Background: an optimization exercise with open tools, aiming at a short achievable clock period and few clock cycles. Do not read the settings as production practice. Function was checked by simulation only, so behaviour that the tests miss may differ from the original. Power and IR drop assume default switching activity.

File: design/flow/run.sh
#!/bin/bash
# synth_recipe.tcl (not shown) runs the flow's synth.tcl, then flattens the netlist and writes it again
# the make line also repeats each setting of config.mk as NAME=value (left out here)
make -C /OpenROAD-flow-scripts/flow DESIGN_CONFIG=/design/flow/config.mk WORK_HOME=/design/flow/orfs CLKGATE_MAP_FILE= SYNTH_SCRIPT=/design/flow/synth_recipe.tcl finish
File: design/flow/config.mk
export PLATFORM = sky130hd
export DESIGN_NAME = core
export DESIGN_NICKNAME = core
export VERILOG_FILES = /design/flow/design.v
export SDC_FILE = /design/flow/constraint.sdc
export NUM_CORES = 8
export LEC_CHECK = 0
export ABC_CLOCK_PERIOD_IN_PS = 2000
export CAP_MARGIN = 20
export CORE_MARGIN = 2
export CORE_UTILIZATION = 30
export SETUP_SLACK_MARGIN = 5
export SLEW_MARGIN = 20
File: design/flow/constraint.sdc
create_clock -name core_clock -period 7.5 [get_ports {clk}]
set_input_delay 1.5000 -clock core_clock [delete_from_list [all_inputs] [get_ports {clk}]]
set_output_delay 1.5000 -clock core_clock [all_outputs]
set_load 0.01 [all_outputs]
File: design/flow/design.v
package core_pkg;
    typedef logic [32-1:0]     word_t;
    typedef logic [5-1:0] regAddr_t;
endpackage
`timescale 1ns/1ns
module decoder (
    input  core_pkg::word_t    instr,
    output logic               write,       
    output core_pkg::regAddr_t dst,
    output logic               usesRs,
    output logic               usesRt,
    output logic               immSel,      
    output logic               zeroA,       
    output logic               isLoad,
    output logic               isStore,
    output logic               isBranch,
    output logic               isJump,
    output logic               isSubu,
    output logic               opAdd,
    output logic               opSub,
    output logic               opAnd,
    output logic               opOr,
    output logic               opSlt,
    output logic               opSll,
    output core_pkg::word_t    imm
);
    logic [5:0] op;
    logic [5:0] fn;
    logic       isR;
    logic       rAddu, rSubu, rAnd, rOr, rSlt, rSll;
    logic       isOri, isLui;
    logic       dstIsRd;
    logic       regWrite;
    assign op = instr[31:26];
    assign fn = instr[5:0];
    assign isR   = (op == 6'h00);
    assign rAddu = isR && (fn == 6'h21);
    assign rSubu = isR && (fn == 6'h23);
    assign rAnd  = isR && (fn == 6'h24);
    assign rOr   = isR && (fn == 6'h25);
    assign rSlt  = isR && (fn == 6'h2a);
    assign rSll  = isR && (fn == 6'h00);
    assign isOri    = (op == 6'h0d);
    assign isLui    = (op == 6'h0f);
    assign isLoad   = (op == 6'h23);
    assign isStore  = (op == 6'h2b);
    assign isBranch = (op == 6'h04);
    assign isJump   = (op == 6'h02);
    assign isSubu   = rSubu;
    assign dstIsRd  = rAddu | rSubu | rAnd | rOr | rSlt | rSll;
    assign regWrite = dstIsRd | isOri | isLui | isLoad;
    assign dst      = dstIsRd ? instr[15:11] : instr[20:16];
    assign write    = (dstIsRd && instr[15:11] != '0) ||
                      ((isOri || isLui || isLoad) && instr[20:16] != '0);
    assign usesRs   = rAddu | rSubu | rAnd | rOr | rSlt | isOri | isLoad | isStore | isBranch;
    assign usesRt   = rAddu | rSubu | rAnd | rOr | rSlt | rSll | isStore | isBranch;
    assign immSel   = isOri | isLui | isLoad | isStore;
    assign zeroA    = isLui;
    assign opAdd = rAddu | isLoad | isStore;
    assign opSub = rSubu | rSlt;
    assign opAnd = rAnd;
    assign opOr  = rOr | isOri | isLui;
    assign opSlt = rSlt;
    assign opSll = rSll;
    assign imm = isLui ? {instr[15:0], 16'h0000} :
                 isOri ? {16'h0000, instr[15:0]} :
                         {{16{instr[15]}}, instr[15:0]};
endmodule
`timescale 1ns/1ns
module regFile (
    input  logic               clk,
    input  logic               rstN,
    input  logic [31:1]        readSelA,
    input  logic [31:1]        readSelB,
    input  logic               writeEn,
    input  core_pkg::regAddr_t writeAddr,
    input  core_pkg::word_t    writeData,
    output core_pkg::word_t    readDataA,
    output core_pkg::word_t    readDataB
);
    logic [31:0] regs [1:31];
    always_ff @(posedge clk or negedge rstN) begin
        if (!rstN) begin
            for (int i = 1; i < 32; i++) begin
                regs[i] <= '0;
            end
        end else if (writeEn && writeAddr != '0) begin
            regs[writeAddr] <= writeData;
        end
    end
    always_comb begin
        readDataA = '0;
        readDataB = '0;
        for (int i = 1; i < 32; i++) begin
            readDataA = readDataA | ({32{readSelA[i]}} & regs[i]);
            readDataB = readDataB | ({32{readSelB[i]}} & regs[i]);
        end
    end
endmodule
`timescale 1ns/1ns
module hazardUnit (
    input  core_pkg::regAddr_t rsF,
    input  core_pkg::regAddr_t rtF,
    input  logic               usesRsF,
    input  logic               usesRtF,
    input  logic               loadD,
    input  core_pkg::regAddr_t dstD,
    output logic               hazard
);
    assign hazard = loadD && ((usesRsF && rsF == dstD) || (usesRtF && rtF == dstD));
endmodule
`timescale 1ns/1ns
module alu (
    input  core_pkg::word_t a,
    input  core_pkg::word_t b,
    input  core_pkg::word_t bx,
    input  core_pkg::word_t fwd,
    input  logic            fwdA,
    input  logic            fwdB,
    input  logic [4:0]      shamt,
    input  logic            opSum,       
    input  logic            opSub,       
    input  logic            opAnd,
    input  logic            opOr,
    input  logic            opSlt,
    input  logic            opSll,
    output core_pkg::word_t sum,
    output core_pkg::word_t result
);
    logic [32:0]     sum33;
    logic            lessThan;
    core_pkg::word_t srcA, srcB;
    assign sum33    = {a, 1'b1} + {bx, opSub};
    assign sum      = sum33[32:1];
    assign lessThan = (a[31] ^ b[31]) ? a[31] : sum33[32];
    assign srcA = fwdA ? fwd : a;
    assign srcB = fwdB ? fwd : b;
    assign result = ({32{opSum}} & sum) |
                    ({32{opAnd}} & (srcA & srcB)) |
                    ({32{opOr}}  & (srcA | srcB)) |
                    ({32{opSll}} & (srcB << shamt)) |
                    {31'b0, opSlt & lessThan};
endmodule
`timescale 1ns/1ns
module core (
    input  logic            clk,
    input  logic            rstN,
    output core_pkg::word_t instrAddr,
    input  core_pkg::word_t instrData,
    output core_pkg::word_t prAddr,
    output core_pkg::word_t prWd,
    output logic            prWe,
    input  core_pkg::word_t prRd
);
    core_pkg::word_t    pcF;
    core_pkg::word_t    pcQ;         
    core_pkg::word_t    pcPlus4F;
    core_pkg::word_t    pcIfNeF, pcIfEqF;
    core_pkg::regAddr_t rsF, rtF, dstF;
    logic               writeF, usesRsF, usesRtF, immSelF, zeroAF;
    logic               isLoadF, isStoreF, isBranchF, isJumpF, isSubuF;
    logic               opAddF, opSubF, opAndF, opOrF, opSltF, opSllF;
    core_pkg::word_t    immF;
    logic [8:0]         lowSumF;
    logic               sameF, hazardF, adderUseF, fuseF;
    logic               fwdAF, fwdBF, fwdSF;
    core_pkg::word_t    instrD;
    logic               validD;
    core_pkg::regAddr_t rsD, rtD, dstD;
    core_pkg::regAddr_t rsNext, rtNext;
    logic [31:1]        selAF, selBF, selAD, selBD;
    logic               bypMAF, bypWAF, bypMBF, bypWBF;
    logic               bypMAD, bypWAD, bypMBD, bypWBD;
    logic               writeD, usesRsD, immSelD, zeroAD;
    logic               loadD, storeD, jumpD, subuD;
    logic               goD;         
    logic               brD;         
    logic               opAddD, opSubD, opAndD, opOrD, opSltD, opSllD;
    logic               opSumD;
    core_pkg::word_t    immD;
    logic [8:0]         lowSumD;
    logic               hazardD, fuseD;
    logic               fwdAD, fwdBD, fwdSD;
    logic [21:0]        hiD;
    core_pkg::word_t    targetD;
    core_pkg::word_t    rfA, rfB;
    core_pkg::word_t    valM;
    core_pkg::word_t    rsVal, rtVal;
    core_pkg::word_t    aD, bD;
    logic               stall;
    logic               writeE, loadE, storeE, branchE;
    core_pkg::regAddr_t dstE;
    logic               opSumE, opSubE, opAndE, opOrE, opSltE, opSllE;
    logic               fwdAE, fwdBE, fwdSE;
    core_pkg::word_t    aE, bE, bxE, sdE, targetE;
    logic [4:0]         shamtE;
    core_pkg::word_t    sdValE, resE, addrE;
    logic               eqE;
    logic               redirectE;
    logic               writeM, loadM, storeM;
    core_pkg::regAddr_t dstM;
    core_pkg::word_t    resM, addrM, sdM;
    logic               writeW;
    core_pkg::regAddr_t dstW;
    core_pkg::word_t    valW;
    assign pcF       = pcQ ^ 32'h0000_3000;
    assign instrAddr = pcF;
    assign pcPlus4F  = pcF + 32'd4;
    assign rsF = instrData[25:21];
    assign rtF = instrData[20:16];
    decoder predecode (
        .instr   (instrData),
        .write   (writeF),
        .dst     (dstF),
        .usesRs  (usesRsF),
        .usesRt  (usesRtF),
        .immSel  (immSelF),
        .zeroA   (zeroAF),
        .isLoad  (isLoadF),
        .isStore (isStoreF),
        .isBranch(isBranchF),
        .isJump  (isJumpF),
        .isSubu  (isSubuF),
        .opAdd   (opAddF),
        .opSub   (opSubF),
        .opAnd   (opAndF),
        .opOr    (opOrF),
        .opSlt   (opSltF),
        .opSll   (opSllF),
        .imm     (immF)
    );
    assign sameF = rsF == rtF;
    assign lowSumF = {1'b0, pcPlus4F[9:2]} + {1'b0, instrData[7:0]};
    hazardUnit hazards (
        .rsF    (rsF),
        .rtF    (rtF),
        .usesRsF(usesRsF),
        .usesRtF(usesRtF),
        .loadD  (validD && loadD),
        .dstD   (dstD),
        .hazard (hazardF)
    );
    assign fwdAF = validD && writeD && usesRsF && !zeroAF && (rsF == dstD);
    assign fwdBF = validD && writeD && usesRtF && !immSelF && (rtF == dstD);
    assign fwdSF = validD && writeD && isStoreF && (rtF == dstD);
    assign adderUseF = (fwdAF || fwdBF) && (opAddF || opSubF);
    assign fuseF = isBranchF && !sameF && validD && writeD && subuD &&
                   ((rsF == dstD && rtF == '0) || (rtF == dstD && rsF == '0));
    assign rsNext = stall ? instrD[25:21] : rsF;
    assign rtNext = stall ? instrD[20:16] : rtF;
    always_comb begin
        for (int i = 1; i < 32; i++) begin
            selAF[i] = rsNext == 5'(i);
            selBF[i] = rtNext == 5'(i);
        end
    end
    assign bypMAF = writeE && dstE == rsNext;
    assign bypWAF = writeM && dstM == rsNext;
    assign bypMBF = writeE && dstE == rtNext;
    assign bypWBF = writeM && dstM == rtNext;
    always_ff @(posedge clk) begin
        selAD  <= selAF;
        selBD  <= selBF;
        bypMAD <= bypMAF;
        bypWAD <= bypWAF;
        bypMBD <= bypMBF;
        bypWBD <= bypWBF;
    end
    assign pcIfNeF = stall ? pcF : ((validD && goD) ? targetD : pcPlus4F);
    assign pcIfEqF = branchE ? targetE :
                     (validD && fuseD && !stall) ? targetD : pcIfNeF;
    always_ff @(posedge clk or negedge rstN) begin
        if (!rstN) begin
            pcQ <= '0;
        end else begin
            pcQ <= (eqE ? pcIfEqF : pcIfNeF) ^ 32'h0000_3000;
        end
    end
    always_ff @(posedge clk or negedge rstN) begin
        if (!rstN) begin
            validD  <= 1'b0;
            hazardD <= 1'b0;
            fuseD   <= 1'b0;
            fwdAD   <= 1'b0;
            fwdBD   <= 1'b0;
            fwdSD   <= 1'b0;
        end else if (stall) begin
            hazardD <= 1'b0;
            fuseD   <= 1'b0;
            fwdAD   <= 1'b0;
            fwdBD   <= 1'b0;
            fwdSD   <= 1'b0;
        end else begin
            validD  <= !redirectE;
            hazardD <= hazardF || adderUseF;
            fuseD   <= fuseF;
            fwdAD   <= fwdAF;
            fwdBD   <= fwdBF;
            fwdSD   <= fwdSF;
        end
    end
    always_ff @(posedge clk) begin
        if (!stall) begin
            instrD  <= instrData;
            dstD    <= dstF;
            writeD  <= writeF;
            usesRsD <= usesRsF;
            immSelD <= immSelF;
            zeroAD  <= zeroAF;
            loadD   <= isLoadF && writeF;
            storeD  <= isStoreF;
            jumpD   <= isJumpF;
            subuD   <= isSubuF;
            goD     <= isJumpF || (isBranchF && sameF);
            brD     <= isBranchF && !sameF;
            opAddD  <= opAddF;
            opSumD  <= opAddF || (opSubF && !opSltF);
            opSubD  <= opSubF;
            opAndD  <= opAndF;
            opOrD   <= opOrF;
            opSltD  <= opSltF;
            opSllD  <= opSllF;
            immD    <= immF;
            lowSumD <= lowSumF;
        end
    end
    assign rsD = instrD[25:21];
    assign rtD = instrD[20:16];
    assign hiD     = pcF[31:10] + {{14{instrD[15]}}, instrD[15:8]} + {21'b0, lowSumD[8]};
    assign targetD = jumpD ? {pcF[31:28], instrD[25:0], 2'b00} :
                             {hiD, lowSumD[7:0], 2'b00};
    assign stall  = validD && hazardD;
    regFile regs (
        .clk      (clk),
        .rstN     (rstN),
        .readSelA (selAD),
        .readSelB (selBD),
        .writeEn  (writeW),
        .writeAddr(dstW),
        .writeData(valW),
        .readDataA(rfA),
        .readDataB(rfB)
    );
    assign valM  = loadM ? prRd : resM;
    assign rsVal = bypMAD ? valM : bypWAD ? valW : rfA;
    assign rtVal = bypMBD ? valM : bypWBD ? valW : rfB;
    assign aD = zeroAD ? '0 : rsVal;
    assign bD = immSelD ? immD : rtVal;
    always_ff @(posedge clk or negedge rstN) begin
        if (!rstN) begin
            writeE  <= 1'b0;
            loadE   <= 1'b0;
            storeE  <= 1'b0;
            branchE <= 1'b0;
        end else if (stall) begin
            writeE  <= 1'b0;
            loadE   <= 1'b0;
            storeE  <= 1'b0;
            branchE <= 1'b0;
        end else begin
            writeE  <= validD && writeD;
            loadE   <= validD && loadD;
            storeE  <= validD && storeD;
            branchE <= validD && brD && !fuseD;
        end
    end
    always_ff @(posedge clk) begin
        dstE    <= dstD;
        opSumE  <= opSumD;
        opSubE  <= opSubD;
        opAndE  <= opAndD;
        opOrE   <= opOrD;
        opSltE  <= opSltD;
        opSllE  <= opSllD;
        fwdAE   <= fwdAD;
        fwdBE   <= fwdBD;
        fwdSE   <= fwdSD;
        aE      <= aD;
        bE      <= bD;
        bxE     <= opSubD ? ~bD : bD;
        sdE     <= rtVal;
        shamtE  <= instrD[10:6];
        targetE <= targetD;
    end
    assign sdValE = fwdSE ? resM : sdE;
    alu aluUnit (
        .a     (aE),
        .b     (bE),
        .bx    (bxE),
        .fwd   (resM),
        .fwdA  (fwdAE),
        .fwdB  (fwdBE),
        .shamt (shamtE),
        .opSum (opSumE),
        .opSub (opSubE),
        .opAnd (opAndE),
        .opOr  (opOrE),
        .opSlt (opSltE),
        .opSll (opSllE),
        .sum   (addrE),
        .result(resE)
    );
    assign eqE = fwdAE ? (fwdBE ? 1'b1 : (resM == bE)) :
                         (fwdBE ? (aE == resM) : (aE == bE));
    assign redirectE = branchE && eqE;
    always_ff @(posedge clk or negedge rstN) begin
        if (!rstN) begin
            writeM <= 1'b0;
            loadM  <= 1'b0;
            storeM <= 1'b0;
        end else begin
            writeM <= writeE;
            loadM  <= loadE;
            storeM <= storeE;
        end
    end
    always_ff @(posedge clk) begin
        dstM  <= dstE;
        resM  <= resE;
        addrM <= addrE;
        sdM   <= sdValE;
    end
    assign prAddr = addrM;
    assign prWd   = sdM;
    assign prWe   = storeM;
    always_ff @(posedge clk or negedge rstN) begin
        if (!rstN) begin
            writeW <= 1'b0;
        end else begin
            writeW <= writeM;
        end
    end
    always_ff @(posedge clk) begin
        dstW <= dstM;
        valW <= valM;
    end
endmodule
==> results of run 1 <==
[report_power, final]
part / internal, mW / switching (mW)
sequential: 8.35 / 0.181
combinational: 0.875 / 1.21
clock: 4.97 / 3.56
total: 14.2 / 4.95
[kinds of logic (layout without fill, tap and decap cells)]
group,Yosys count,count (layout),synth area share (%)
other cells,0,18,0
mux,1252,1252,19.5
fa+ha+maj,64,64,1.15
flops,1506,1506,50.2
simple gates,912,913,6.13
xor+xnor,185,185,2.26
buf+inv,607,1085,3.37
compound gates,1655,1655,17.4
[through the flow]
stage	area (um^2)	std cells	worst slack (ps)
floorplan	72600	6181	4460
global placement	77600	9149	3380
detailed placement	77600	9149	3200
CTS	88700	9713	4290
global route	92000	9851	4180
finish	92000	9863	4220
[area by class of cell]
cell class	count	area, um^2	area share (%)
timing repair buffer	730	8110	8.82
sequential	1506	36600	39.7
clock buffer	247	4900	5.32
inverter	49	224	0.243
tap	3185	3990	4.33
multi-input combinational	4069	37500	40.7
antenna	18	45.0	0.0490
timing repair inverter	2	10.0	0.0109
clock inverter	57	721	0.783
[metal layers]
| metal | track usage [%] | vias up | routed length [um] |
|---|---|---|---|
| li1 | - | 24400 | - |
| met1 | 34.8 | 32300 | 130000 |
| met2 | 37.2 | 5975 | 139000 |
| met3 | 13.6 | 1867 | 56700 |
| met4 | 18.3 | 38 | 30200 |
| met5 | 0.802 | - | 792 |
[worst min path at each step]
stage / to / cells past startpoint / start
after global routing: fwdAE$_DFF_P_ / 0 / fwdAD$_DFF_PN0_
after CTS: fwdAE$_DFF_P_ / 0 / fwdAD$_DFF_PN0_
after floorplan: opAndE$_DFF_P_ / 0 / opAndD$_DFFE_PN_
final: opSumE$_DFF_P_ / 0 / opSumD$_DFFE_PN_
after detailed placement: fwdAE$_DFF_P_ / 0 / fwdAD$_DFF_PN0_
after global placement: opSltE$_DFF_P_ / 0 / opSltD$_DFFE_PN_
[layout by cell type (no fill, tap or decap), types with 42 or more instances in the layout]
cell type / synthesis / layout
a21oi_1: 228 / 201
mux2i_1: 113 / 82
dfrtp_1: 1038 / 1011
a22oi_1: 346 / 321
dfxtp_1: 381 / 236
edfxtp_1: 87 / 87
dfxtp_4: 0 / 49
buf_6: 4 / 172
nand2_1: 196 / 172
clkdlybuf4s50_1: 0 / 42
a221oi_2: 0 / 90
nor2_1: 282 / 252
clkbuf_1: 421 / 42
xor2_1: 80 / 61
clkbuf_16: 0 / 178
mux2_4: 4 / 48
buf_12: 0 / 82
buf_4: 31 / 326
a22o_1: 321 / 319
xnor2_1: 104 / 88
a221oi_1: 329 / 237
mux2_2: 1128 / 1084
o21ai_0: 149 / 75
nand4_1: 150 / 150
dfxtp_2: 0 / 96
nand3_1: 107 / 100
[worst max-delay path, delay by kind of cell (launching register included)]
family                    cells  cell delay (ps)
AOI/OAI and AO/OA             2              490
xor gates and xnor gates      1              150
buffers and inverters         3              420
DFF                           1              430
muxes                         1              320
and+or+nand+nor               5             1320
[timing repair]
| action | in CTS | in global routing |
|---|---|---|
| endpoints found under the setup margin | 1036 | 868 |
| gates resized for setup | 1196 | 458 |
| hold endpoints to repair | 0 | 0 |
| setup buffers | 245 | 121 |
| pin swaps | 159 | 217 |
| gates cloned | 15 | 8 |
==> out/qor.csv, run 1 <==
stage,metric,value,unit
setup_path,worstSetupEndpoint,pcQ[18]$_DFF_PN0_,
global_route,grt_pass1_vias,61200,
pwr,ir_worst_vdd,0.000197,V
clocking,cts_buffer_depth,3,
setup_path,cp-end-kind,flip-flop,
timing,worst_clock_skew,36.4,ps
setup_path,regToRegSetupSlack,4220,ps
setup_path,path_common_cell,buf_12,
setup_path,worst-setup-path-type,flip-flop to flip-flop,
setup_path,critPathArrivalTime,4000,ps
timing,slew-limit-headroom,19.8,%
yosys,syn_inst,6181,
global_route,grt_pass1_wl,483000,um
yosys,synth-async-reset-ratio,68.9,%
setup_path,startpoint,fwdBE$_DFF_P_,
route,ant_nets,0,
pwr,p_total,19.1,mW
setup_path,worstSetupStartpointType,flip-flop,
yosys,syn-mean-instance-area,11.7,um^2
timing,clock.fmax,305,MHz
setup_path,rr_endpoint,pcQ[18]$_DFF_PN0_,
global_route,grt_use_total,27.8,%
pwr,p_per_area,208,nW/um^2
setup_path,r2r_start,fwdBE$_DFF_P_,
floorplanning,die_w,494,um
route,first_iter_violations,12000,
yosys,ys_warn_count,3,
floorplanning,fp.coreArea,240000,um^2
timing,setup_tns,0,ps
floorplanning,start_util,30.1,%
cells_and_area,largest_register,regs.regs,
yosys,ys_ff_latch,1506,
timing,min_period,3280,ps
route,wl,357000,um
timing,period_share,43.7,%
timing,setup_viol,0,
clocking,cts_tree,built,
clocking,insertion_delay,830,ps
cells_and_area,nets,6650,
global_route,grt_max_degree,176,
yosys,synth-main-ff-cell,dfrtp_1,
timing,whs,344,ps
floorplanning,die_area,244000,um^2
placed_design,hpwl,203000,um
cells_and_area,fin_util,38.4,%
yosys,synth-seq-area-share,50.2,%
pwr,p_leak,40.2,nW
flow_run,drv_cap,0,
global_route,antenna_found_initial,34,
placed_design,gp_congestion,0.964,
cells_and_area,largest_register_ffs,992,
yosys,yosys.area.top_type,dfrtp_1,
outcome,status,timing/DRC/antenna clean,
clocking,cts_buffers,162,
route,drcViolationCount,0,
yosys,synth.most_common_cell,mux2_2,
yosys,ys_top_cells_by_area,"dfrtp_1 (36%), mux2_2 (18%), dfxtp_1 (11%)",
route,via_per_inst,6.55,
global_route,grt-ovfl-total,0,
placed_design,io_buffer_count,162,
yosys,synth_top_area_share,36.0,%
setup_path,worst-path-max-fanout,8,
floorplanning,ios,163,
setup_path,ff2ff_path_depth,12,
clocking,clkSinkCount,1506,
setup_path,slowest_delay,430,ps
floorplanning,rows,180,
timing,maxSlewViolCount,0,
route,wl_per_cell,36.2,um
clocking,clk_pin_slew_worst_paths,60,ps
yosys,synth_edf_count,87,
route,vias,64600,
setup_path,cp_slowest_cell,dfxtp_4,
cells_and_area,synthToLayoutAreaGrowth,27.6,%
cells_and_area,nFillCells,22500,
worst_hold_path,min_path_type,flip-flop to flip-flop,
floorplanning,dieHeight,494,um
route,dr.pass1.iters,10,
cells_and_area,drive_gt1_share,41.7,%
timing,hold_viol,0,
setup_path,cp.required,8220,ps
clocking,htree_levels,4,
clocking,cts-hold-fix-buffers,0,
setup_path,path_cells,buf_12 > buf_16 > mux2_4 > xor2_2 > nor4_2 > nand4_1 > nor4_4 > a32oi_4 > buf_12 > or2_4 > o32a_1 > and2_1,
yosys,syn_area,72100,um^2
timing,rsz0062_at_grt,true,
clocking,cts-root-buf,clkbuf_16,
yosys,synthDistinctLibCells,90,
timing,tightest_slew,1200,ps
yosys,ys_top_cells_by_count,"mux2_2 (1128), dfrtp_1 (1038), clkbuf_1 (421), dfxtp_1 (381), a22oi_1 (346)",
yosys,synth_nets,6311,
Testbench counts, summed over its fixed seeds: cycles 48,968.
==> inputs of run 2 (changes only) <==
--- a/design/flow/design.v
+++ b/design/flow/design.v
@@ -114,5 +114,6 @@
     input  core_pkg::word_t a,
     input  core_pkg::word_t b,
-    input  core_pkg::word_t bx,
+    input  core_pkg::word_t p,
+    input  core_pkg::word_t g,
     input  core_pkg::word_t fwd,
     input  logic            fwdA,
@@ -128,10 +129,28 @@
     output core_pkg::word_t result
 );
-    logic [32:0]     sum33;
+    logic [31:0]     gs [0:5];
+    logic [31:0]     ps [0:5];
+    logic [31:0]     carry;
     logic            lessThan;
     core_pkg::word_t srcA, srcB;
-    assign sum33    = {a, 1'b1} + {bx, opSub};
-    assign sum      = sum33[32:1];
-    assign lessThan = (a[31] ^ b[31]) ? a[31] : sum33[32];
+    always_comb begin
+        gs[0] = g;
+        ps[0] = p;
+        gs[0][0] = g[0] | (p[0] & opSub);
+        for (int l = 1; l < 6; l++) begin
+            for (int i = 0; i < 32; i++) begin
+                if (i >= (1 << (l - 1))) begin
+                    gs[l][i] = gs[l-1][i] | (ps[l-1][i] & gs[l-1][i - (1 << (l - 1))]);
+                    ps[l][i] = ps[l-1][i] & ps[l-1][i - (1 << (l - 1))];
+                end else begin
+                    gs[l][i] = gs[l-1][i];
+                    ps[l][i] = ps[l-1][i];
+                end
+            end
+        end
+    end
+    assign carry = {gs[5][30:0], opSub};
+    assign sum   = p ^ carry;
+    assign lessThan = (a[31] ^ b[31]) ? a[31] : ~carry[31];
     assign srcA = fwdA ? fwd : a;
     assign srcB = fwdB ? fwd : b;
@@ -162,5 +181,5 @@
     logic               opAddF, opSubF, opAndF, opOrF, opSltF, opSllF;
     core_pkg::word_t    immF;
-    logic [8:0]         lowSumF;
+    logic [12:0]        lowSumF;
     logic               sameF, hazardF, adderUseF, fuseF;
     logic               fwdAF, fwdBF, fwdSF;
@@ -179,8 +198,9 @@
     logic               opSumD;
     core_pkg::word_t    immD;
-    logic [8:0]         lowSumD;
+    logic [12:0]        lowSumD;
+    logic [18:0]        hiSumD;
     logic               hazardD, fuseD;
     logic               fwdAD, fwdBD, fwdSD;
-    logic [21:0]        hiD;
+    logic [17:0]        hiD;
     core_pkg::word_t    targetD;
     core_pkg::word_t    rfA, rfB;
@@ -193,5 +213,6 @@
     logic               opSumE, opSubE, opAndE, opOrE, opSltE, opSllE;
     logic               fwdAE, fwdBE, fwdSE;
-    core_pkg::word_t    aE, bE, bxE, sdE, targetE;
+    core_pkg::word_t    aE, bE, pE, gE, sdE, targetE;
+    core_pkg::word_t    bxD;
     logic [4:0]         shamtE;
     core_pkg::word_t    sdValE, resE, addrE;
@@ -231,5 +252,5 @@
     );
     assign sameF = rsF == rtF;
-    assign lowSumF = {1'b0, pcPlus4F[9:2]} + {1'b0, instrData[7:0]};
+    assign lowSumF = {1'b0, pcPlus4F[13:2]} + {1'b0, instrData[11:0]};
     hazardUnit hazards (
         .rsF    (rsF),
@@ -327,7 +348,8 @@
     assign rsD = instrD[25:21];
     assign rtD = instrD[20:16];
-    assign hiD     = pcF[31:10] + {{14{instrD[15]}}, instrD[15:8]} + {21'b0, lowSumD[8]};
+    assign hiSumD  = {pcF[31:14], 1'b1} + {{14{instrD[15]}}, instrD[15:12], lowSumD[12]};
+    assign hiD     = hiSumD[18:1];
     assign targetD = jumpD ? {pcF[31:28], instrD[25:0], 2'b00} :
-                             {hiD, lowSumD[7:0], 2'b00};
+                             {hiD, lowSumD[11:0], 2'b00};
     assign stall  = validD && hazardD;
     regFile regs (
@@ -347,4 +369,5 @@
     assign aD = zeroAD ? '0 : rsVal;
     assign bD = immSelD ? immD : rtVal;
+    assign bxD = opSubD ? ~bD : bD;
     always_ff @(posedge clk or negedge rstN) begin
         if (!rstN) begin
@@ -378,5 +401,6 @@
         aE      <= aD;
         bE      <= bD;
-        bxE     <= opSubD ? ~bD : bD;
+        pE      <= aD ^ bxD;
+        gE      <= aD & bxD;
         sdE     <= rtVal;
         shamtE  <= instrD[10:6];
@@ -387,5 +411,6 @@
         .a     (aE),
         .b     (bE),
-        .bx    (bxE),
+        .p     (pE),
+        .g     (gE),
         .fwd   (resM),
         .fwdA  (fwdAE),
==> out/qor.csv, run 2 <==
stage,metric,value,unit,change
yosys,syn_inst,6236,,+0.89%
clocking,clk_pin_slew_worst_paths,70,ps,about the same
yosys,ys_ff_latch,1541,,+2.3%
pwr,p_per_area,211,nW/um^2,+1.6%
global_route,grt-ovfl-total,0,,unchanged
timing,slew-limit-headroom,19.8,%,about the same
setup_path,worst-setup-path-type,flip-flop to flip-flop,,
global_route,antenna_found_initial,23,,-32%
yosys,ys_top_cells_by_count,"mux2_2 (1139), dfrtp_1 (1038), clkbuf_1 (434), dfxtp_1 (412), a22oi_1 (356)",,
route,via_per_inst,6.60,,+0.77%
floorplanning,ios,163,,unchanged
cells_and_area,layout_common_cells,"mux2_2 (1069), dfrtp_1 (1009), buf_4 (341)",,
cells_and_area,drive_gt1_share,43.0,%,+1.2 points
setup_path,worst-path-max-fanout,7,,-1
yosys,yosys.area.top_type,dfrtp_1,,
placed_design,gp_congestion,0.964,,about the same
global_route,grt_pass1_vias,62900,,+2.7%
route,wl_per_cell,36.8,um,+1.6%
yosys,synth_top_area_share,35.5,%,-0.50 points
cells_and_area,largest_register,regs.regs,,
timing,min_period,3160,ps,-123 ps
timing,setup_viol,0,,unchanged
worst_hold_path,min_path_type,flip-flop to flip-flop,,
yosys,synth_nets,6367,,+0.89%
pwr,p_total,20.0,mW,+4.5%
route,dr.pass1.iters,10,,unchanged
route,ant_nets,0,,unchanged
clocking,cts_buffers,161,,-0.62%
cells_and_area,largest_register_ffs,992,,unchanged
route,wl,368000,um,+3.0%
floorplanning,fp.coreArea,243000,um^2,+1.2%
cells_and_area,nets,6780,,+2.0%
setup_path,cp.required,8260,ps,+40 ps
route,drcViolationCount,0,,unchanged
setup_path,worstSetupStartpointType,flip-flop,,
yosys,ys_top_cells_by_area,"dfrtp_1 (36%), mux2_2 (18%), dfxtp_1 (11%)",,
route,vias,66000,,+2.2%
floorplanning,rows,181,,+0.56%
floorplanning,start_util,30.1,%,+0.060 points
setup_path,cp-end-kind,flip-flop,,
clocking,htree_levels,4,,unchanged
global_route,grt_pass1_wl,499000,um,+3.3%
clocking,cts-root-buf,clkbuf_16,,
yosys,synth_edf_count,91,,+4.6%
pwr,p_leak,41.2,nW,+2.6%
timing,clock.fmax,317,MHz,+3.9%
clocking,cts_buffer_depth,3,,unchanged
yosys,syn-mean-instance-area,11.7,um^2,+0.52%
outcome,status,timing/DRC/antenna clean,,
global_route,grt_use_total,28.2,%,+0.47 points
cells_and_area,nFillCells,22700,,+0.62%
yosys,synth-main-ff-cell,dfrtp_1,,
pwr,ir_worst_vdd,0.000178,V,-10%
floorplanning,dieHeight,498,um,+0.70%
timing,whs,333,ps,-10.1 ps
clocking,insertion_delay,860,ps,+30 ps
placed_design,io_buffer_count,162,,unchanged
timing,hold_viol,0,,unchanged
global_route,grt_max_degree,185,,+5.1%
cells_and_area,layout_commonest_cell,mux2_2,,
clocking,clkSinkCount,1541,,+2.3%
timing,maxSlewViolCount,0,,unchanged
yosys,synth-async-reset-ratio,67.4,%,-1.6 points
yosys,synth.most_common_cell,mux2_2,,
yosys,synth-seq-area-share,50.5,%,+0.31 points
clocking,cts_tree,built,,
placed_design,hpwl,202000,um,-0.31%
yosys,syn_area,73200,um^2,+1.4%
floorplanning,die_area,248000,um^2,+1.4%
route,first_iter_violations,12700,,+5.3%
flow_run,drv_cap,0,,unchanged
timing,setup_tns,0,ps,unchanged
setup_path,critPathArrivalTime,3920,ps,-80 ps
yosys,synthDistinctLibCells,88,,-2.2%
timing,tightest_slew,1200,ps,+1.88 ps
yosys,ys_warn_count,6,,+3
timing,worst_clock_skew,52.5,ps,+16.1 ps
cells_and_area,synthToLayoutAreaGrowth,29.3,%,
timing,period_share,42.1,%,-1.6 points
floorplanning,die_w,498,um,+0.70%
timing,rsz0062_at_grt,true,,
==> run 2: layout make-up <==
| cell class | instances | area [um^2] | area share [%] |
|---|---|---|---|
| Clock inverter | 67 | 786 | 0.831 |
| Tap cell | 3202 | 4010 | 4.23 |
| Timing Repair Buffer | 808 | 9480 | 10.0 |
| Inverter | 45 | 199 | 0.210 |
| Clock buffer | 235 | 4610 | 4.87 |
| Antenna cell | 10 | 25.0 | 0.0264 |
| Sequential cell | 1541 | 37300 | 39.4 |
| Multi-Input combinational cell | 4092 | 38200 | 40.4 |
==> run 2: routing by layer <==
| layer | track usage, % | wire length [um] |
|---|---|---|
| met1 | 35.4 | 134000 |
| met5 | 1.29 | 715 |
| met3 | 14.7 | 61100 |
| met4 | 17.6 | 31200 |
| met2 | 37.6 | 140000 |
==> run 2: timing repair <==
item	CTS	global route
hold buffers	0	0
cloned	29	5
setup endpoints to repair	869	667
resized for setup	1343	344
pin swaps	242	242
setup buffers	307	125
==> run 2: cells by family after synthesis <==
family	synth area share [%]
mux	19.4
flops	50.5
compound gates	17.1
fa+ha+maj	1.15
buf+inv	3.37
xor+xnor	2.30
simple gates	6.15
==> run 2: report_power, final <==
part / internal (mW) / switching, mW / leakage (nW)
Clock: 4.66 / 3.69 / 2.64
Combinational: 1.23 / 1.62 / 19.8
Sequential: 8.59 / 0.211 / 18.8
==> run 2: metrics by stage <==
step                      setup WS (ps)  instance area (um^2)  util (%)  instances
final                              4340                 94600      39.0      10000
after global routing               4270                 94600      39.0       9991
after CTS                          4450                 91700      37.8       9860
after detailed placement           3090                 78800      32.5       9222
after global placement             3160                 78800      32.5       9222
after floorplan                    4110                 73800         -       6236
==> run 2: final timing paths <==
kind	depth (start not counted)	end	start	slack (ps)
worst max-delay path	14	pcQ[6]$_DFF_PN0_	fwdBE$_DFF_P_	4340
worst min-delay path	0	opSumE$_DFF_P_	opSumD$_DFFE_PN_	330
worst max register to register	14	pcQ[6]$_DFF_PN0_	fwdBE$_DFF_P_	4340
worst min register to register	0	opSumE$_DFF_P_	opSumD$_DFFE_PN_	330
max in group asynchronous	2	regs.regs[6][7]$_DFFE_PN0P_	rstN	5270
min in group asynchronous	1	writeM$_DFF_PN0_	rstN	680
==> run 2: critical path: stages (launching register included) <==
cell and delay (ps):
dfxtp_4 350, buf_12 140, buf_12 120, buf_16 140, mux2_4 320, xor2_1 170, nor4_2 320, nand4_1 180
o32a_4 520, buf_6 190, buf_12 120, nor2b_4 150, buf_6 150, a22oi_2 70, o21ai_1 90
Testbench counts of run 2, summed over its fixed seeds: cycles 48,968.
==> inputs of run 3 (changes only) <==
--- a/design/flow/design.v
+++ b/design/flow/design.v
@@ -100,13 +100,14 @@
 `timescale 1ns/1ns
 module hazardUnit (
-    input  core_pkg::regAddr_t rsF,
-    input  core_pkg::regAddr_t rtF,
-    input  logic               usesRsF,
-    input  logic               usesRtF,
-    input  logic               loadD,
-    input  core_pkg::regAddr_t dstD,
-    output logic               hazard
+    input  logic matchA,        
+    input  logic matchB,        
+    input  logic adderUser,     
+    input  logic producerOther, 
+    input  logic isBranch,
+    input  logic producerLoad,  
+    output logic hazard
 );
-    assign hazard = loadD && ((usesRsF && rsF == dstD) || (usesRtF && rtF == dstD));
+    assign hazard = (matchA || matchB) &&
+                    ((adderUser && !producerOther) || (producerLoad && !isBranch));
 endmodule
 `timescale 1ns/1ns
@@ -127,4 +128,5 @@
     input  logic            opSll,
     output core_pkg::word_t sum,
+    output core_pkg::word_t other,       
     output core_pkg::word_t result
 );
@@ -152,10 +154,10 @@
     assign carry = {gs[5][30:0], opSub};
     assign sum   = p ^ carry;
-    assign lessThan = (a[31] ^ b[31]) ? a[31] : ~carry[31];
+    assign lessThan = (srcA[31] ^ srcB[31]) ? srcA[31] : ~carry[31];
     assign srcA = fwdA ? fwd : a;
     assign srcB = fwdB ? fwd : b;
-    assign result = ({32{opSum}} & sum) |
-                    ({32{opAnd}} & (srcA & srcB)) |
-                    ({32{opOr}}  & (srcA | srcB)) |
+    assign other  = ({32{opAnd}} & (srcA & srcB)) |
+                    ({32{opOr}}  & (srcA | srcB));
+    assign result = ({32{opSum}} & sum) | other |
                     ({32{opSll}} & (srcB << shamt)) |
                     {31'b0, opSlt & lessThan};
@@ -182,5 +184,6 @@
     core_pkg::word_t    immF;
     logic [12:0]        lowSumF;
-    logic               sameF, hazardF, adderUseF, fuseF;
+    logic               sameF, adderUseF, fuseF, producerOther;
+    logic               pfAD, pfBD;    
     logic               fwdAF, fwdBF, fwdSF;
     core_pkg::word_t    instrD;
@@ -201,5 +204,6 @@
     logic [18:0]        hiSumD;
     logic               hazardD, fuseD;
-    logic               fwdAD, fwdBD, fwdSD;
+    logic               fwdAD, fwdBD, fwdSD;       
+    logic               fwdALD, fwdBLD, fwdSLD;    
     logic [17:0]        hiD;
     core_pkg::word_t    targetD;
@@ -213,9 +217,13 @@
     logic               opSumE, opSubE, opAndE, opOrE, opSltE, opSllE;
     logic               fwdAE, fwdBE, fwdSE;
+    logic               fwdALE, fwdBLE, fwdSLE;
     core_pkg::word_t    aE, bE, pE, gE, sdE, targetE;
     core_pkg::word_t    bxD;
     logic [4:0]         shamtE;
-    core_pkg::word_t    sdValE, resE, addrE;
+    core_pkg::word_t    sdValE, resE, addrE, othE;
+    core_pkg::word_t    aEff, bxEff;
     logic               eqE;
+    logic               cmpRegE, cmpAE, cmpBE, cmpALE, cmpBLE;    
+    core_pkg::word_t    xabE, diffE;
     logic               redirectE;
     logic               writeM, loadM, storeM;
@@ -253,17 +261,17 @@
     assign sameF = rsF == rtF;
     assign lowSumF = {1'b0, pcPlus4F[13:2]} + {1'b0, instrData[11:0]};
-    hazardUnit hazards (
-        .rsF    (rsF),
-        .rtF    (rtF),
-        .usesRsF(usesRsF),
-        .usesRtF(usesRtF),
-        .loadD  (validD && loadD),
-        .dstD   (dstD),
-        .hazard (hazardF)
-    );
     assign fwdAF = validD && writeD && usesRsF && !zeroAF && (rsF == dstD);
     assign fwdBF = validD && writeD && usesRtF && !immSelF && (rtF == dstD);
     assign fwdSF = validD && writeD && isStoreF && (rtF == dstD);
-    assign adderUseF = (fwdAF || fwdBF) && (opAddF || opSubF);
+    assign producerOther = opAndD || opOrD;
+    hazardUnit hazards (
+        .matchA      (fwdAF),
+        .matchB      (fwdBF),
+        .adderUser   (opAddF || opSubF),
+        .producerOther(producerOther),
+        .isBranch    (isBranchF),
+        .producerLoad(loadD),
+        .hazard      (adderUseF)
+    );
     assign fuseF = isBranchF && !sameF && validD && writeD && subuD &&
                    ((rsF == dstD && rtF == '0) || (rtF == dstD && rsF == '0));
@@ -306,4 +314,9 @@
             fwdBD   <= 1'b0;
             fwdSD   <= 1'b0;
+            fwdALD  <= 1'b0;
+            fwdBLD  <= 1'b0;
+            fwdSLD  <= 1'b0;
+            pfAD    <= 1'b0;
+            pfBD    <= 1'b0;
         end else if (stall) begin
             hazardD <= 1'b0;
@@ -312,11 +325,21 @@
             fwdBD   <= 1'b0;
             fwdSD   <= 1'b0;
+            fwdALD  <= 1'b0;
+            fwdBLD  <= 1'b0;
+            fwdSLD  <= 1'b0;
+            pfAD    <= 1'b0;
+            pfBD    <= 1'b0;
         end else begin
             validD  <= !redirectE;
-            hazardD <= hazardF || adderUseF;
+            hazardD <= adderUseF;
+            pfAD    <= fwdAF && producerOther && (opAddF || opSubF);
+            pfBD    <= fwdBF && producerOther && (opAddF || opSubF);
             fuseD   <= fuseF;
-            fwdAD   <= fwdAF;
-            fwdBD   <= fwdBF;
-            fwdSD   <= fwdSF;
+            fwdAD   <= fwdAF && !loadD;
+            fwdBD   <= fwdBF && !loadD;
+            fwdSD   <= fwdSF && !loadD;
+            fwdALD  <= fwdAF && loadD;
+            fwdBLD  <= fwdBF && loadD;
+            fwdSLD  <= fwdSF && loadD;
         end
     end
@@ -370,4 +393,6 @@
     assign bD = immSelD ? immD : rtVal;
     assign bxD = opSubD ? ~bD : bD;
+    assign aEff  = pfAD ? othE : aD;
+    assign bxEff = pfBD ? (opSubD ? ~othE : othE) : bxD;
     always_ff @(posedge clk or negedge rstN) begin
         if (!rstN) begin
@@ -398,14 +423,23 @@
         fwdAE   <= fwdAD;
         fwdBE   <= fwdBD;
+        fwdALE  <= fwdALD;
+        fwdBLE  <= fwdBLD;
+        fwdSLE  <= fwdSLD;
+        cmpRegE <= !fwdAD && !fwdBD && !fwdALD && !fwdBLD;
+        cmpAE   <= fwdAD && !fwdBD;
+        cmpBE   <= !fwdAD && fwdBD;
+        cmpALE  <= fwdALD && !fwdBLD;
+        cmpBLE  <= !fwdALD && fwdBLD;
+        xabE    <= aD ^ bD;
         fwdSE   <= fwdSD;
         aE      <= aD;
         bE      <= bD;
-        pE      <= aD ^ bxD;
-        gE      <= aD & bxD;
+        pE      <= aEff ^ bxEff;
+        gE      <= aEff & bxEff;
         sdE     <= rtVal;
         shamtE  <= instrD[10:6];
         targetE <= targetD;
     end
-    assign sdValE = fwdSE ? resM : sdE;
+    assign sdValE = fwdSE ? resM : fwdSLE ? prRd : sdE;
     alu aluUnit (
         .a     (aE),
@@ -424,8 +458,13 @@
         .opSll (opSllE),
         .sum   (addrE),
+        .other (othE),
         .result(resE)
     );
-    assign eqE = fwdAE ? (fwdBE ? 1'b1 : (resM == bE)) :
-                         (fwdBE ? (aE == resM) : (aE == bE));
+    assign diffE = ({32{cmpRegE}} & xabE) |
+                   ({32{cmpAE}}   & (resM ^ bE)) |
+                   ({32{cmpBE}}   & (aE ^ resM)) |
+                   ({32{cmpALE}}  & (prRd ^ bE)) |
+                   ({32{cmpBLE}}  & (aE ^ prRd));
+    assign eqE   = diffE == '0;
     assign redirectE = branchE && eqE;
     always_ff @(posedge clk or negedge rstN) begin
==> out/qor.csv, run 3 <==
stage,metric,value,unit,change
outcome,status,timing/DRC/antenna clean,,
timing,setup_viol,0,,unchanged
clocking,clk_pin_slew_worst_paths,60,ps,about the same
cells_and_area,fin_util,39.6,%,+0.62 points
cells_and_area,drive_gt1_share,42.4,%,-0.60 points
setup_path,critPathArrivalTime,3850,ps,-70 ps
yosys,ys_ff_latch,1584,,+2.8%
clocking,htree_levels,4,,unchanged
flow_run,drv_cap,0,,unchanged
timing,slew-limit-headroom,16.6,%,-3.2 points
timing,period_share,42.1,%,about the same
clocking,insertion_delay,870,ps,about the same
setup_path,rr_endpoint,pcQ[4]$_DFF_PN0_,,
timing,tightest_slew,1250,ps,+48.0 ps
global_route,grt_max_degree,176,,-4.9%
global_route,antenna_found_initial,33,,+43%
clocking,clkSinkCount,1584,,+2.8%
route,vias,71500,,+8.3%
setup_path,worst-setup-path-type,flip-flop to flip-flop,,
floorplanning,rows,185,,+2.2%
cells_and_area,nets,7389,,+9.0%
yosys,syn_area,76300,um^2,+4.2%
timing,setup_tns,0,ps,unchanged
cells_and_area,largest_register,regs.regs,,
clocking,cts-root-buf,clkbuf_16,,
cells_and_area,synthToLayoutAreaGrowth,31.6,%,
floorplanning,ios,163,,unchanged
setup_path,worst-path-max-fanout,7,,unchanged
floorplanning,dieHeight,508,um,+2.1%
pwr,p_per_area,198,nW/um^2,-6.2%
setup_path,cp.required,8190,ps,-70 ps
worst_hold_path,holdPathStages,0,,unchanged
setup_path,cp-end-kind,flip-flop,,
route,ant_nets,0,,unchanged
global_route,grt-ovfl-total,0,,unchanged
yosys,synth_nets,6872,,+7.9%
clocking,cts-hold-fix-buffers,0,,unchanged
floorplanning,start_util,30.1,%,-0.049 points
route,first_iter_violations,14000,,+10%
cells_and_area,largest_register_ffs,992,,unchanged
timing,rsz0062_at_grt,true,,
setup_path,startpoint,resM[26]$_DFF_P_,,
yosys,syn_inst,6739,,+8.1%
route,dr.pass1.iters,12,,+2
cells_and_area,fin_cells,10800,,+8.0%
setup_path,r2r_start,resM[26]$_DFF_P_,,
timing,min_period,3160,ps,+2.67 ps
yosys,synth_top_area_share,34.2,%,-1.3 points
global_route,grt_pass1_vias,66400,,+5.6%
clocking,cts_buffers,172,,+6.8%
yosys,synth-main-ff-cell,dfrtp_1,,
clocking,cts_buffer_depth,3,,unchanged
global_route,grt_use_total,29.7,%,+1.4 points
setup_path,regToRegSetupSlack,4340,ps,about the same
yosys,synth.most_common_cell,mux2_2,,
yosys,synthDistinctLibCells,92,,+4.5%
cells_and_area,layout_commonest_cell,mux2_2,,
setup_path,ff2ff_path_depth,11,,-3
placed_design,dp_cells,9851,,+6.8%
placed_design,io_buffer_count,162,,unchanged
yosys,synth-seq-area-share,49.6,%,-0.89 points
floorplanning,die_w,508,um,+2.1%
global_route,grt_pass1_wl,538000,um,+7.8%
yosys,synth_edf_count,91,,unchanged
cells_and_area,layout_common_cells,"mux2_2 (1019), dfrtp_1 (1011), buf_4 (421)",,
pwr,p_leak,43.8,nW,+6.2%
timing,maxSlewViolCount,0,,unchanged
route,via_per_inst,6.62,,+0.29%
yosys,ys_top_cells_by_area,"dfrtp_1 (34%), mux2_2 (16%), dfxtp_1 (12%)",,
yosys,ys_warn_count,6,,unchanged
timing,clock.fmax,317,MHz,about the same
timing,worst_clock_skew,42.7,ps,-9.85 ps
placed_design,hpwl,216000,um,+7.0%
placed_design,gp_congestion,0.985,,+2.2%
floorplanning,die_area,258000,um^2,+4.2%
cells_and_area,post-route-cell-area,100000,um^2,+6.1%
yosys,synth-async-reset-ratio,65.8,%,-1.5 points
yosys,ys_top_cells_by_count,"mux2_2 (1066), dfrtp_1 (1043), clkbuf_1 (489), dfxtp_1 (450), nand2_1 (353)",,
route,wl_per_cell,37.5,um,+1.8%
timing,hold_viol,0,,unchanged
clocking,cts_tree,built,,
yosys,syn-mean-instance-area,11.3,um^2,-3.5%
placed_design,placed_area,81900,um^2,+3.9%
route,wl,404000,um,+9.9%
pwr,ir_worst_vdd,0.000251,V,+41%
route,drcViolationCount,0,,unchanged
setup_path,worstSetupEndpoint,pcQ[4]$_DFF_PN0_,,
floorplanning,fp.coreArea,253000,um^2,+4.4%
setup_path,worstSetupStartpointType,flip-flop,,
yosys,yosys.area.top_type,dfrtp_1,,
timing,whs,340,ps,+6.89 ps
worst_hold_path,min_path_type,flip-flop to flip-flop,,
==> run 3: cell count changes after synthesis, sizes merged, moves of 38 or more <==
cell    delta
clkbuf    +55
mux2i     +78
o21ai    +139
nand2    +118
dfxtp     +38
xor2      +89
inv       +71
mux2      -82
nor2      -43
==> run 3: cell families after synthesis <==
logic type / share of synthesized area [%]
fa+ha+maj: 1.12
compound gates: 17.2
simple gates: 6.90
mux: 18.3
buf+inv: 3.70
xor+xnor: 3.24
flops: 49.6
==> run 3: worst min-delay path by stage <==
stage                     startpoint  slack, ps              end
floorplan           opSllD$_DFFE_PN_        320   opSllE$_DFF_P_
global placement    opSltD$_DFFE_PN_        330   opSltE$_DFF_P_
detailed placement  opSltD$_DFFE_PN_        330   opSltE$_DFF_P_
CTS                 opSltD$_DFFE_PN_        340   opSltE$_DFF_P_
global route         loadE$_DFF_PN0_        360  loadM$_DFF_PN0_
finish              opSltD$_DFFE_PN_        340   opSltE$_DFF_P_
==> run 3: what timing repair did <==
action | 4_1_cts | 5_1_grt
pin swaps | 246 | 274
setup buffers | 399 | 151
gates resized for setup | 1646 | 472
endpoints found under the setup margin | 1052 | 1135
gates cloned | 37 | 9
==> run 3: cell type report <==
class                      instances  area (um^2)
inverter                         116          541
clock buffer                     256         5140
clock inverter                    55          631
antenna                           41          103
timing repair buffer             937        11100
multi-input combinational       4445        40400
fill                           23500       153000
tap                             3366         4210
sequential                      1584        38200
==> run 3: stage by stage <==
step | worst slack [ps] | power (mW)
after detailed placement | 2590 | 10.5
after floorplan | 3950 | 9.82
after global placement | 2710 | 10.5
final | 4340 | 19.9
after global routing | 4380 | 20.3
after CTS | 4500 | 19.6
==> run 3: per-layer routing <==
metal	share of wire, %	GRT usage [%]
met1	35	36.3
met4	9.4	19.8
met3	18	16.9
met5	0.50	2.28
met2	37	38.7
==> run 3: where the power goes <==
part           internal, mW  total (mW)  switching (mW)
registers              8.77        8.99           0.229
clock network          5.14        8.90            3.76
logic                 0.815        1.99            1.18
total                  14.7        19.9            5.17
==> run 3: worst max-delay path, cell delays in order (launching register included) <==
cell	delay (ps)
dfxtp_2	530
xor2_1	220
nor4_1	340
nand4_1	390
o21ai_1	280
nand3_2	90
buf_4	200
or3_4	460
buf_12	160
buf_16	140
o22ai_2	130
a21oi_1	50
Testbench counts of run 3, summed over its fixed seeds: cycles 47,833.
==> inputs of run 4 (changes only) <==
--- a/design/flow/design.v
+++ b/design/flow/design.v
@@ -10,4 +10,5 @@
     output logic               usesRs,
     output logic               usesRt,
+    output logic               adderUser,   
     output logic               immSel,      
     output logic               zeroA,       
@@ -53,6 +54,7 @@
     assign write    = (dstIsRd && instr[15:11] != '0) ||
                       ((isOri || isLui || isLoad) && instr[20:16] != '0);
-    assign usesRs   = rAddu | rSubu | rAnd | rOr | rSlt | isOri | isLoad | isStore | isBranch;
-    assign usesRt   = rAddu | rSubu | rAnd | rOr | rSlt | rSll | isStore | isBranch;
+    assign usesRs   = isR | isOri | isLoad | isStore | isBranch;
+    assign usesRt   = isR | isStore | isBranch;
+    assign adderUser = (isR && instr[5] && !instr[2]) || isLoad || isStore;
     assign immSel   = isOri | isLui | isLoad | isStore;
     assign zeroA    = isLui;
@@ -104,6 +106,6 @@
     input  logic adderUser,     
     input  logic producerOther, 
-    input  logic isBranch,
     input  logic producerLoad,  
+    input  logic isBranch,
     output logic hazard
 );
@@ -131,15 +133,40 @@
     output core_pkg::word_t result
 );
-    logic [31:0]     gs [0:5];
-    logic [31:0]     ps [0:5];
     logic [31:0]     carry;
     logic            lessThan;
     core_pkg::word_t srcA, srcB;
+    ksAdder #(.W(32), .L(5)) adder (
+        .p    (p),
+        .g    (g),
+        .cin  (opSub),
+        .carry(carry),
+        .sum  (sum)
+    );
+    assign lessThan = (srcA[31] ^ srcB[31]) ? srcA[31] : ~carry[31];
+    assign srcA = fwdA ? fwd : a;
+    assign srcB = fwdB ? fwd : b;
+    assign other  = ({32{opAnd}} & (srcA & srcB)) |
+                    ({32{opOr}}  & (srcA | srcB));
+    assign result = ({32{opSum}} & sum) | other |
+                    ({32{opSll}} & (srcB << shamt)) |
+                    {31'b0, opSlt & lessThan};
+endmodule
+module ksAdder #(
+    parameter int W = 32,
+    parameter int L = 5          
+) (
+    input  logic [W-1:0] p,
+    input  logic [W-1:0] g,
+    input  logic         cin,
+    output logic [W-1:0] carry,
+    output logic [W-1:0] sum
+);
+    logic [W-1:0] gs [0:L];
+    logic [W-1:0] ps [0:L];
     always_comb begin
         gs[0] = g;
         ps[0] = p;
-        gs[0][0] = g[0] | (p[0] & opSub);
-        for (int l = 1; l < 6; l++) begin
-            for (int i = 0; i < 32; i++) begin
+        for (int l = 1; l <= L; l++) begin
+            for (int i = 0; i < W; i++) begin
                 if (i >= (1 << (l - 1))) begin
                     gs[l][i] = gs[l-1][i] | (ps[l-1][i] & gs[l-1][i - (1 << (l - 1))]);
@@ -152,14 +179,6 @@
         end
     end
-    assign carry = {gs[5][30:0], opSub};
+    assign carry = {gs[L][W-2:0] | (ps[L][W-2:0] & {(W-1){cin}}), cin};
     assign sum   = p ^ carry;
-    assign lessThan = (srcA[31] ^ srcB[31]) ? srcA[31] : ~carry[31];
-    assign srcA = fwdA ? fwd : a;
-    assign srcB = fwdB ? fwd : b;
-    assign other  = ({32{opAnd}} & (srcA & srcB)) |
-                    ({32{opOr}}  & (srcA | srcB));
-    assign result = ({32{opSum}} & sum) | other |
-                    ({32{opSll}} & (srcB << shamt)) |
-                    {31'b0, opSlt & lessThan};
 endmodule
 `timescale 1ns/1ns
@@ -179,9 +198,9 @@
     core_pkg::word_t    pcIfNeF, pcIfEqF;
     core_pkg::regAddr_t rsF, rtF, dstF;
-    logic               writeF, usesRsF, usesRtF, immSelF, zeroAF;
+    logic               writeF, usesRsF, usesRtF, adderUserF, immSelF, zeroAF;
     logic               isLoadF, isStoreF, isBranchF, isJumpF, isSubuF;
     logic               opAddF, opSubF, opAndF, opOrF, opSltF, opSllF;
     core_pkg::word_t    immF;
-    logic [12:0]        lowSumF;
+    logic [12:0]        lowSumF, lowCarryF;
     logic               sameF, adderUseF, fuseF, producerOther;
     logic               pfAD, pfBD;    
@@ -202,8 +221,9 @@
     core_pkg::word_t    immD;
     logic [12:0]        lowSumD;
-    logic [18:0]        hiSumD;
+    logic [17:0]        hiOffD, hiCarryD;
     logic               hazardD, fuseD;
+    logic               lateF, lateD, lateAD;    
     logic               fwdAD, fwdBD, fwdSD;       
-    logic               fwdALD, fwdBLD, fwdSLD;    
+    logic               fwdSLD;                    
     logic [17:0]        hiD;
     core_pkg::word_t    targetD;
@@ -213,9 +233,9 @@
     core_pkg::word_t    aD, bD;
     logic               stall;
-    logic               writeE, loadE, storeE, branchE;
+    logic               writeE, loadE, storeE, branchE, lateE, lateAE;
     core_pkg::regAddr_t dstE;
     logic               opSumE, opSubE, opAndE, opOrE, opSltE, opSllE;
     logic               fwdAE, fwdBE, fwdSE;
-    logic               fwdALE, fwdBLE, fwdSLE;
+    logic               fwdSLE;
     core_pkg::word_t    aE, bE, pE, gE, sdE, targetE;
     core_pkg::word_t    bxD;
@@ -224,7 +244,9 @@
     core_pkg::word_t    aEff, bxEff;
     logic               eqE;
-    logic               cmpRegE, cmpAE, cmpBE, cmpALE, cmpBLE;    
+    logic               cmpRegE, cmpAE, cmpBE;    
     core_pkg::word_t    xabE, diffE;
     logic               redirectE;
+    logic               lateM, redirectM;
+    core_pkg::word_t    diffLM, targetM;
     logic               writeM, loadM, storeM;
     core_pkg::regAddr_t dstM;
@@ -244,4 +266,5 @@
         .usesRs  (usesRsF),
         .usesRt  (usesRtF),
+        .adderUser(adderUserF),
         .immSel  (immSelF),
         .zeroA   (zeroAF),
@@ -260,5 +283,11 @@
     );
     assign sameF = rsF == rtF;
-    assign lowSumF = {1'b0, pcPlus4F[13:2]} + {1'b0, instrData[11:0]};
+    ksAdder #(.W(13), .L(4)) lowAdder (
+        .p    ({1'b0, pcPlus4F[13:2] ^ instrData[11:0]}),
+        .g    ({1'b0, pcPlus4F[13:2] & instrData[11:0]}),
+        .cin  (1'b0),
+        .carry(lowCarryF),
+        .sum  (lowSumF)
+    );
     assign fwdAF = validD && writeD && usesRsF && !zeroAF && (rsF == dstD);
     assign fwdBF = validD && writeD && usesRtF && !immSelF && (rtF == dstD);
@@ -268,10 +297,11 @@
         .matchA      (fwdAF),
         .matchB      (fwdBF),
-        .adderUser   (opAddF || opSubF),
+        .adderUser   (adderUserF),
         .producerOther(producerOther),
-        .isBranch    (isBranchF),
         .producerLoad(loadD),
+        .isBranch    (isBranchF),
         .hazard      (adderUseF)
     );
+    assign lateF = isBranchF && !sameF && validD && loadD && (fwdAF || fwdBF);
     assign fuseF = isBranchF && !sameF && validD && writeD && subuD &&
                    ((rsF == dstD && rtF == '0) || (rtF == dstD && rsF == '0));
@@ -303,17 +333,24 @@
             pcQ <= '0;
         end else begin
-            pcQ <= (eqE ? pcIfEqF : pcIfNeF) ^ 32'h0000_3000;
+            pcQ <= (redirectM ? targetM : (eqE ? pcIfEqF : pcIfNeF)) ^ 32'h0000_3000;
+        end
+    end
+    always_ff @(posedge clk or negedge rstN) begin
+        if (!rstN) begin
+            validD <= 1'b0;
+        end else if (redirectM) begin
+            validD <= 1'b0;
+        end else if (!stall) begin
+            validD <= !redirectE;
         end
     end
     always_ff @(posedge clk or negedge rstN) begin
         if (!rstN) begin
-            validD  <= 1'b0;
             hazardD <= 1'b0;
+            lateD   <= 1'b0;
             fuseD   <= 1'b0;
             fwdAD   <= 1'b0;
             fwdBD   <= 1'b0;
             fwdSD   <= 1'b0;
-            fwdALD  <= 1'b0;
-            fwdBLD  <= 1'b0;
             fwdSLD  <= 1'b0;
             pfAD    <= 1'b0;
@@ -321,24 +358,22 @@
         end else if (stall) begin
             hazardD <= 1'b0;
+            lateD   <= 1'b0;
             fuseD   <= 1'b0;
             fwdAD   <= 1'b0;
             fwdBD   <= 1'b0;
             fwdSD   <= 1'b0;
-            fwdALD  <= 1'b0;
-            fwdBLD  <= 1'b0;
             fwdSLD  <= 1'b0;
             pfAD    <= 1'b0;
             pfBD    <= 1'b0;
         end else begin
-            validD  <= !redirectE;
             hazardD <= adderUseF;
-            pfAD    <= fwdAF && producerOther && (opAddF || opSubF);
-            pfBD    <= fwdBF && producerOther && (opAddF || opSubF);
+            lateD   <= lateF;
+            lateAD  <= fwdAF;
+            pfAD    <= fwdAF && producerOther && adderUserF;
+            pfBD    <= fwdBF && producerOther && adderUserF;
             fuseD   <= fuseF;
             fwdAD   <= fwdAF && !loadD;
             fwdBD   <= fwdBF && !loadD;
             fwdSD   <= fwdSF && !loadD;
-            fwdALD  <= fwdAF && loadD;
-            fwdBLD  <= fwdBF && loadD;
             fwdSLD  <= fwdSF && loadD;
         end
@@ -371,6 +406,12 @@
     assign rsD = instrD[25:21];
     assign rtD = instrD[20:16];
-    assign hiSumD  = {pcF[31:14], 1'b1} + {{14{instrD[15]}}, instrD[15:12], lowSumD[12]};
-    assign hiD     = hiSumD[18:1];
+    assign hiOffD = {{14{instrD[15]}}, instrD[15:12]};
+    ksAdder #(.W(18), .L(5)) hiAdder (
+        .p    (pcF[31:14] ^ hiOffD),
+        .g    (pcF[31:14] & hiOffD),
+        .cin  (lowSumD[12]),
+        .carry(hiCarryD),
+        .sum  (hiD)
+    );
     assign targetD = jumpD ? {pcF[31:28], instrD[25:0], 2'b00} :
                              {hiD, lowSumD[11:0], 2'b00};
@@ -401,14 +442,17 @@
             storeE  <= 1'b0;
             branchE <= 1'b0;
-        end else if (stall) begin
+            lateE   <= 1'b0;
+        end else if (stall || redirectM) begin
             writeE  <= 1'b0;
             loadE   <= 1'b0;
             storeE  <= 1'b0;
             branchE <= 1'b0;
+            lateE   <= 1'b0;
         end else begin
             writeE  <= validD && writeD;
             loadE   <= validD && loadD;
             storeE  <= validD && storeD;
-            branchE <= validD && brD && !fuseD;
+            branchE <= validD && brD && !fuseD && !lateD;
+            lateE   <= validD && brD && lateD;
         end
     end
@@ -423,12 +467,9 @@
         fwdAE   <= fwdAD;
         fwdBE   <= fwdBD;
-        fwdALE  <= fwdALD;
-        fwdBLE  <= fwdBLD;
         fwdSLE  <= fwdSLD;
-        cmpRegE <= !fwdAD && !fwdBD && !fwdALD && !fwdBLD;
+        lateAE  <= lateAD;
+        cmpRegE <= !fwdAD && !fwdBD;
         cmpAE   <= fwdAD && !fwdBD;
         cmpBE   <= !fwdAD && fwdBD;
-        cmpALE  <= fwdALD && !fwdBLD;
-        cmpBLE  <= !fwdALD && fwdBLD;
         xabE    <= aD ^ bD;
         fwdSE   <= fwdSD;
@@ -463,7 +504,5 @@
     assign diffE = ({32{cmpRegE}} & xabE) |
                    ({32{cmpAE}}   & (resM ^ bE)) |
-                   ({32{cmpBE}}   & (aE ^ resM)) |
-                   ({32{cmpALE}}  & (prRd ^ bE)) |
-                   ({32{cmpBLE}}  & (aE ^ prRd));
+                   ({32{cmpBE}}   & (aE ^ resM));
     assign eqE   = diffE == '0;
     assign redirectE = branchE && eqE;
@@ -473,8 +512,10 @@
             loadM  <= 1'b0;
             storeM <= 1'b0;
+            lateM  <= 1'b0;
         end else begin
             writeM <= writeE;
             loadM  <= loadE;
             storeM <= storeE;
+            lateM  <= lateE;
         end
     end
@@ -483,6 +524,9 @@
         resM  <= resE;
         addrM <= addrE;
+        diffLM  <= prRd ^ (lateAE ? bE : aE);
+        targetM <= targetE;
         sdM   <= sdValE;
     end
+    assign redirectM = lateM && (diffLM == '0);
     assign prAddr = addrM;
     assign prWd   = sdM;
==> out/qor.csv, run 4 <==
stage,metric,value,unit,change
clocking,insertion_delay,860,ps,about the same
clocking,cts_buffer_depth,3,,unchanged
setup_path,path_cells,buf_12 > buf_16 > buf_12 > a22oi_1 > nand3_2 > o32ai_4 > o21ai_2 > mux2i_1 > mux2i_1 > xor2_1 > ha_2,,
setup_path,worst-setup-path-type,flip-flop to flip-flop,,
route,wl_per_cell,37.5,um,+0.18%
timing,whs,344,ps,+4.14 ps
timing,hold_viol,0,,unchanged
yosys,syn_area,77800,um^2,+2.0%
yosys,ys_top_cells_by_area,"dfrtp_1 (34%), mux2_2 (16%), dfxtp_1 (13%)",,
route,dr.pass1.iters,10,,-2
cells_and_area,layout_common_cells,"mux2_2 (1037), dfrtp_1 (1014), buf_4 (437)",,
global_route,antenna_found_initial,30,,-9.1%
floorplanning,dieHeight,513,um,+0.96%
setup_path,cp.required,8220,ps,+30 ps
timing,setup_viol,0,,unchanged
yosys,synthDistinctLibCells,84,,-8.7%
cells_and_area,drive_gt1_share,42.7,%,+0.35 points
flow_run,drv_cap,0,,unchanged
timing,rsz0062_at_grt,true,,
setup_path,worst-path-max-fanout,5,,-2
outcome,status,timing/DRC/antenna clean,,
timing,maxSlewViolCount,0,,unchanged
yosys,synth_nets,6837,,-0.51%
global_route,grt-ovfl-total,0,,unchanged
route,wl,404000,um,about the same
yosys,synth_top_area_share,33.6,%,-0.62 points
setup_path,cp-end-kind,flip-flop,,
yosys,ys_ff_latch,1647,,+4.0%
clocking,htree_levels,4,,unchanged
global_route,grt_pass1_wl,539000,um,about the same
global_route,grt_use_total,28.9,%,-0.75 points
yosys,ys_warn_count,12,,+6
route,ant_nets,0,,unchanged
clocking,cts-root-buf,clkbuf_16,,
yosys,ys_top_cells_by_count,"mux2_2 (1087), dfrtp_1 (1044), dfxtp_1 (511), clkbuf_1 (452), a22oi_1 (372)",,
timing,slew-limit-headroom,16.8,%,+0.15 points
route,via_per_inst,6.66,,+0.55%
setup_path,crit_buf_inv,3,,unchanged
cells_and_area,nets,7355,,-0.46%
setup_path,worstSetupStartpointType,flip-flop,,
yosys,synth-main-ff-cell,dfrtp_1,,
worst_hold_path,min_path_type,flip-flop to flip-flop,,
floorplanning,die_w,513,um,+0.96%
clocking,cts_tree,built,,
placed_design,hpwl,212000,um,-1.9%
clocking,clk_pin_slew_worst_paths,60,ps,about the same
placed_design,gp_congestion,0.971,,-1.4%
floorplanning,fp.coreArea,257000,um^2,+1.6%
timing,min_period,3080,ps,-77.2 ps
floorplanning,ios,163,,unchanged
floorplanning,start_util,30.2,%,+0.12 points
clocking,cts_buffers,175,,+1.7%
floorplanning,die_area,263000,um^2,+1.9%
route,vias,71800,,+0.35%
route,first_iter_violations,13500,,-3.1%
floorplanning,rows,186,,+0.54%
cells_and_area,largest_register_ffs,992,,unchanged
yosys,synth-async-reset-ratio,63.4,%,-2.5 points
pwr,p_per_area,214,nW/um^2,+8.1%
cells_and_area,largest_register,regs.regs,,
timing,worst_clock_skew,45.7,ps,+2.98 ps
pwr,ir_worst_vdd,0.000239,V,-4.7%
global_route,grt_max_degree,186,,+5.7%
pwr,p_leak,44.2,nW,+0.87%
setup_path,critPathArrivalTime,3810,ps,-40 ps
clocking,clkSinkCount,1647,,+4.0%
yosys,syn-mean-instance-area,11.6,um^2,+2.5%
yosys,yosys.area.top_type,dfrtp_1,,
placed_design,io_buffer_count,162,,unchanged
setup_path,crit_family,compound AO/OA/AOI/OAI gates,,
setup_path,slowest_delay,590,ps,+60 ps
run 4: area by class of cell:
cell class              count  area [um^2]
clock buffers             264         5290
repair inverters            2         15.0
flip-flops and latches   1647        39500
inverters                 103          434
diodes                     23         57.6
multi-input cells        4366        40900
repair buffers            928        11000
clock inverters            62          627
fillers                 23900       155000
well taps                3384         4230
run 4: path summary, 6_finish.rpt:
path,start,to,slack (ps),cells past startpoint
setup / recovery,selBD[14]$_DFF_P_,pE[25]$_DFF_P_,4420,11
hold / removal,fwdSD$_DFF_PN0_,fwdSE$_DFF_P_,340,0
setup reg to reg,selBD[14]$_DFF_P_,pE[25]$_DFF_P_,4420,11
hold reg to reg,fwdSD$_DFF_PN0_,fwdSE$_DFF_P_,340,0
max in group asynchronous,rstN,regs.regs[21][12]$_DFFE_PN0P_,5150,2
min in group asynchronous,rstN,validD$_DFFE_PN0P_,670,1
run 4: cells by family (layout without fill, tap and decap cells):
logic type      count (synthesis)  count (layout)  share of synthesized area [%]
xor+xnor                      231             231                           2.60
simple gates                 1041            1043                           6.60
fa+ha+maj                      66              66                           1.08
flops                        1647            1647                           50.3
buf+inv                       694            1359                           3.59
other cells                     0              23                              0
compound gates               1665            1665                           16.3
mux                          1361            1361                           19.6
run 4: where the power goes:
group	switching [mW]	internal, mW
Clock	3.92	5.16
Combinational	1.71	1.46
Sequential	0.324	9.30
run 4: through the flow:
step / instance area, um^2 / power [mW] / cells / utilization (%) / setup slack [ps]
3_3_place_gp: 83500 / 11.8 / 9847 / 32.4 / 3200
4_1_cts: 98300 / 21.4 / 10600 / 38.2 / 4500
6_report: 102000 / 21.9 / 10800 / 39.6 / 4420
5_1_grt: 102000 / 22.4 / 10800 / 39.6 / 4500
2_1_floorplan: 78300 / 11.0 / 6705 / - / 4110
3_5_place_dp: 83500 / 11.9 / 9847 / 32.4 / 3240
run 4: timing repair:
item | in CTS | in global routing
gates resized for setup | 1511 | 425
gates cloned | 45 | 8
buffers inserted | 353 | 177
hold endpoints to repair | 0 | 0
hold buffers | 0 | 0
setup endpoints to repair | 981 | 675
pin swaps | 266 | 279
run 4: per-layer routing:
layer,share of wire [%],vias to the layer above,global-route usage (%)
li1,-,26600,-
met1,36,35800,36.1
met2,37,7091,38.0
met3,17,2273,15.8
met4,8.9,52,18.1
met5,0.29,-,0.950
run 4: worst register-to-register path, delay by kind of cell, from the launching register on:
kind / cells / cell delay, ps
compound gates: 3 / 950
buf+inv: 3 / 490
flops: 1 / 470
mux: 2 / 380
fa+ha+maj: 1 / 310
xor+xnor: 1 / 230
simple gates: 1 / 150
Testbench counts of run 4, summed over its fixed seeds: cycles 47,867.
